Background: an optimization exercise with open tools, aiming at small area. Do not read the settings as production practice. Power and IR drop assume default switching activity.

==> module dmem_responder, before the edit <==
module dmem_responder (
    input  logic        CLK,
    input  logic        reset,
    input  logic        req_valid,
    output logic        req_ready,
    input  logic        req_write,
    input  logic [63:0] req_addr,
    input  logic [63:0] req_wdata,
    output logic        rsp_valid,
    input  logic        rsp_ready,
    output logic [63:0] rsp_rdata,
    output logic        rsp_err
);
    localparam int D    = dmem_pkg::DEPTH;
    localparam int IW   = dmem_pkg::IDX_W;
    localparam int NT   = dmem_pkg::N_TAP;
    localparam int STEP = dmem_pkg::STEP;
    localparam logic [1:0] ST_IDLE = 2'd0;
    localparam logic [1:0] ST_W1   = 2'd1;
    localparam logic [1:0] ST_W2   = 2'd2;
    localparam logic [1:0] ST_RESP = 2'd3;
    logic [1:0]    r_state;
    logic [IW-1:0] r_phase;      
    logic [IW-1:0] r_idx;
    logic          r_err;
    logic          r_ok;         
    logic          r_got;        
    logic          r_pend;       
    logic [63:0]   r_data;
    logic [NT-1:0] r_wr_sel;     
    logic [NT-1:0] r_wr_hold;    
    logic [D*64-1:0] r_slot;     
    logic [D-1:0]  r_slot_wr;    
    logic          w_idle;
    logic          w_accept;
    logic          w_store;
    logic          w_st_load;
    logic [IW-1:0] w_req_idx;
    logic          w_req_err;
    logic          w_req_ok;
    logic [IW-1:0] w_pos_req;    
    logic [IW-1:0] w_pos_cur;    
    logic          w_fwd;
    logic          w_cap_req;
    logic          w_cap_cur;
    logic [NT-1:0] w_rd_sel;
    logic          w_rd_any;
    logic          w_pend_nxt;
    logic [IW-1:0] w_pos_wr;     
    logic [NT-1:0] w_wr_sel_nxt;
    logic [(NT+1)*64-1:0] w_mux_in;
    logic [63:0]   w_rd_data;
    assign w_idle    = (r_state == ST_IDLE);
    assign w_accept  = w_idle & req_valid;
    assign w_req_idx = req_addr[IW+2:3];
    assign w_req_err = (|req_addr[2:0]) | (|req_addr[63:IW+3]);
    assign w_store   = w_accept & req_write & ~w_req_err;
    assign w_st_load = w_accept & req_write;
    assign w_req_ok  = ~req_write & ~w_req_err;
    assign w_pos_req = w_req_idx + r_phase;
    assign w_pos_cur = r_idx + r_phase;
    assign w_fwd     = r_pend & (r_idx == w_req_idx);
    assign w_cap_req = w_accept & ~req_write & ~w_fwd;
    assign w_cap_cur = ~w_idle & r_ok;
    always_comb begin
        for (int k = 0; k < NT; k++) begin
            w_rd_sel[k] = r_slot_wr[STEP * k + dmem_pkg::RD_OFF] &
                ((w_cap_req & (w_pos_req == IW'(STEP * k + dmem_pkg::RD_OFF))) |
                 (w_cap_cur & (w_pos_cur == IW'(STEP * k + dmem_pkg::RD_OFF))));
        end
    end
    assign w_rd_any = |w_rd_sel;
    assign w_pend_nxt = ~reset & (w_store | (r_pend & ~(|r_wr_sel)));
    assign w_pos_wr   = (w_accept ? w_req_idx : r_idx) + r_phase + IW'(2);
    always_comb begin
        for (int j = 0; j < NT; j++) begin
            w_wr_sel_nxt[j] = w_pend_nxt &
                              (w_pos_wr == IW'(STEP * j + dmem_pkg::WR_OFF));
        end
    end
    always_ff @(posedge CLK) begin
        r_wr_sel  <= w_wr_sel_nxt;
        r_wr_hold <= ~w_wr_sel_nxt;
    end
    always_ff @(posedge CLK) begin
        for (int s = 0; s < D; s++) begin
            if ((s % STEP) == dmem_pkg::WR_OFF) begin
                r_slot[64*s +: 64] <=
                    (r_data & {64{r_wr_sel[s / STEP]}}) |
                    (r_slot[64*((s + D - 1) % D) +: 64] & {64{r_wr_hold[s / STEP]}});
                r_slot_wr[s] <= ~reset & (r_wr_sel[s / STEP] |
                                          (r_slot_wr[(s + D - 1) % D] & r_wr_hold[s / STEP]));
            end else begin
                r_slot[64*s +: 64] <= r_slot[64*((s + D - 1) % D) +: 64];
                r_slot_wr[s] <= ~reset & r_slot_wr[(s + D - 1) % D];
            end
        end
    end
    always_comb begin
        for (int k = 0; k < NT; k++) begin
            w_mux_in[64*k +: 64] = r_slot[64*(STEP * k + dmem_pkg::RD_OFF) +: 64];
        end
        w_mux_in[64*NT +: 64] = req_wdata;
    end
    dmem_array u_rdmux (
        .i_data (w_mux_in),
        .i_sel  ({w_st_load, w_rd_sel}),
        .o_data (w_rd_data)
    );
    always_ff @(posedge CLK) begin
        if (w_st_load | w_rd_any) begin
            r_data <= w_rd_data;
        end
    end
    always_ff @(posedge CLK) begin
        if (reset) begin
            r_state <= ST_IDLE;
            r_phase <= '0;
            r_pend  <= 1'b0;
        end else begin
            r_phase <= r_phase + 1'b1;
            r_pend  <= w_pend_nxt;
            case (r_state)
                ST_IDLE: if (req_valid) r_state <= ST_W1;
                ST_W1:   r_state <= ST_W2;
                ST_W2:   r_state <= ST_RESP;
                default: if (rsp_ready) r_state <= ST_IDLE;
            endcase
        end
    end
    always_ff @(posedge CLK) begin
        if (w_accept) begin
            r_idx <= w_req_idx;
            r_err <= w_req_err;
            r_ok  <= w_req_ok;
            r_got <= w_req_ok & (w_rd_any | w_fwd);
        end else if (w_rd_any) begin
            r_got <= 1'b1;
        end
    end
    assign req_ready = w_idle;
    assign rsp_valid = (r_state == ST_RESP);
    assign rsp_rdata = (r_data & {64{r_got}}) | w_rd_data;
    assign rsp_err   = r_err;
endmodule
export LEC_CHECK = 0
export CAP_MARGIN = 20
export CORE_MARGIN = 2
export CORE_UTILIZATION = 65
export CTS_BUF_LIST = sky130_fd_sc_hd__clkbuf_16
export CTS_CLUSTER_DIAMETER = 100
export CTS_CLUSTER_SIZE = 30
export SLEW_MARGIN = 20
export SYNTH_HIERARCHICAL = 1
create_clock -name core_clock -period 6.0 [get_ports {CLK}]
standard.sh (not shown) runs the stock make flow with config.mk's settings and CLKGATE_MAP_FILE= SYNTH_SCRIPT=/design/flow/synth_recipe.tcl, a recipe that flattens the netlist after the stock synthesis.
==> flow/flow/run.sh <==
#!/bin/bash
# Own layout flow: the standard ORFS flow (standard.sh), run whole, with two
# changes passed through ORFS's own environment hooks:
#  - port buffers are sky130_fd_sc_hd__buf_1 instead of the default pick
#    (every input and output port still gets its buffer);
#  - clock tree synthesis clusters about 20 flip-flops per leaf buffer within
#    60 um, with clkbuf_8 buffers, and inserts no dummy loads.
# The full output of the make run is kept in flow_make.log in this folder;
# ORFS's per-step logs stay under orfs/logs/.
set -euo pipefail
export BUFFER_PORTS_ARGS="-buffer_cell sky130_fd_sc_hd__buf_1"
export CTS_ARGS="-sink_clustering_enable -repair_clock_nets -dont_use_dummy_load -buf_list sky130_fd_sc_hd__clkbuf_8 -sink_clustering_size 20 -sink_clustering_max_diameter 60"
bash standard.sh finish > flow_make.log 2>&1
Edit:
--- a/flow/design.v
+++ b/flow/design.v
@@ -42,6 +42,17 @@
     output logic       o_y
 );
     assign o_y = ~(&i_a);
+endmodule
+`default_nettype wire
+`default_nettype none
+module dmem_tap (
+    input  logic i_d,
+    input  logic i_s,
+    input  logic i_p,
+    input  logic i_h,
+    output logic o_y
+);
+    assign o_y = (i_d & i_s) | (i_p & i_h);
 endmodule
 `default_nettype wire
 `default_nettype none
@@ -74,8 +85,8 @@
     logic          r_got;        
     logic          r_pend;       
     logic [63:0]   r_data;
-    logic [NT-1:0] r_wr_sel;     
-    logic [NT-1:0] r_wr_hold;    
+    logic [NT-1:0] w_wr_sel;     
+    logic [NT-1:0] w_wr_hold;    
     logic [D*64-1:0] r_slot;     
     logic [D-1:0]  r_slot_wr;    
     logic          w_idle;
@@ -94,7 +105,6 @@
     logic          w_rd_any;
     logic          w_pend_nxt;
     logic [IW-1:0] w_pos_wr;     
-    logic [NT-1:0] w_wr_sel_nxt;
     logic [(NT+1)*64-1:0] w_mux_in;
     logic [63:0]   w_rd_data;
     assign w_idle    = (r_state == ST_IDLE);
@@ -117,26 +127,32 @@
         end
     end
     assign w_rd_any = |w_rd_sel;
-    assign w_pend_nxt = ~reset & (w_store | (r_pend & ~(|r_wr_sel)));
-    assign w_pos_wr   = (w_accept ? w_req_idx : r_idx) + r_phase + IW'(2);
+    assign w_pos_wr = w_pos_cur + 1'b1;
     always_comb begin
         for (int j = 0; j < NT; j++) begin
-            w_wr_sel_nxt[j] = w_pend_nxt &
-                              (w_pos_wr == IW'(STEP * j + dmem_pkg::WR_OFF));
-        end
-    end
-    always_ff @(posedge CLK) begin
-        r_wr_sel  <= w_wr_sel_nxt;
-        r_wr_hold <= ~w_wr_sel_nxt;
+            w_wr_sel[j] = r_pend & (w_pos_wr == IW'(STEP * j + dmem_pkg::WR_OFF));
+        end
+    end
+    assign w_wr_hold  = ~w_wr_sel;
+    assign w_pend_nxt = ~reset & (w_store | (r_pend & ~(|w_wr_sel)));
+    logic [NT*64-1:0] w_slot_in;
+    for (genvar j = 0; j < NT; j++) begin : g_wtap
+        for (genvar b = 0; b < 64; b++) begin : g_bit
+            dmem_tap u_tap (
+                .i_d (r_data[b]),
+                .i_s (w_wr_sel[j]),
+                .i_p (r_slot[64*((STEP * j + dmem_pkg::WR_OFF + D - 1) % D) + b]),
+                .i_h (w_wr_hold[j]),
+                .o_y (w_slot_in[64*j + b])
+            );
+        end
     end
     always_ff @(posedge CLK) begin
         for (int s = 0; s < D; s++) begin
             if ((s % STEP) == dmem_pkg::WR_OFF) begin
-                r_slot[64*s +: 64] <=
-                    (r_data & {64{r_wr_sel[s / STEP]}}) |
-                    (r_slot[64*((s + D - 1) % D) +: 64] & {64{r_wr_hold[s / STEP]}});
-                r_slot_wr[s] <= ~reset & (r_wr_sel[s / STEP] |
-                                          (r_slot_wr[(s + D - 1) % D] & r_wr_hold[s / STEP]));
+                r_slot[64*s +: 64] <= w_slot_in[64*(s / STEP) +: 64];
+                r_slot_wr[s] <= ~reset & (w_wr_sel[s / STEP] |
+                                          (r_slot_wr[(s + D - 1) % D] & w_wr_hold[s / STEP]));
             end else begin
                 r_slot[64*s +: 64] <= r_slot[64*((s + D - 1) % D) +: 64];
                 r_slot_wr[s] <= ~reset & r_slot_wr[(s + D - 1) % D];
The changed run went through all stages and came out clean.
Global-route usage rose by 0.45 points.
Die area falls by 2.3%.
Critical path depth grows by 1.
Area after synthesis decreases by 2.4%.
Fmax goes up by 1.2%.
Clock skew went up by 0.0060 ns.
Total power fell by 2.2%.
Sequential cell count fell by 16.
Setup slack improved by 0.069 ns.
Synthesized cell count drops by 6.4%.
Combinational power is lower by 27%.
Via count drops by 1.5%.
No functional check of the RTL was part of any run of this note.

## afterwards: timing with drivers on the ports
No port has a modelled driver above. Below, the same layouts with a new extraction and two added sets of constraints.
Step 1 sets driving cells, clkbuf_16 on the clock port and buf_2 on the other inputs (assumed; they add their load-dependent delay and slew).
Step 2, shift: input delay + t, output delay - t, t = (earliest + latest rising clock arrival at the registers) / 2. This alone moves slack from input paths to output paths.
Three values: ideal, step 1, step 2; two values: the first two.
run | t (ns) | setup slack, ns | hold slack, ns | latest minus earliest clock arrival (ns)
the first run | 0.810 | 0.316 / 0.253 / 0.378 | 0.304 / 0.304 / 0.304 | 0.088 / 0.087
the second run | 0.808 | 0.385 / 0.353 / 0.360 | 0.295 / 0.295 / 0.295 | 0.094 / 0.094
After both steps setup and hold are still met in every run listed. The setup slack of the second run, which loses most, moves by -0.032 ns with the drivers and by -0.025 ns with both steps.
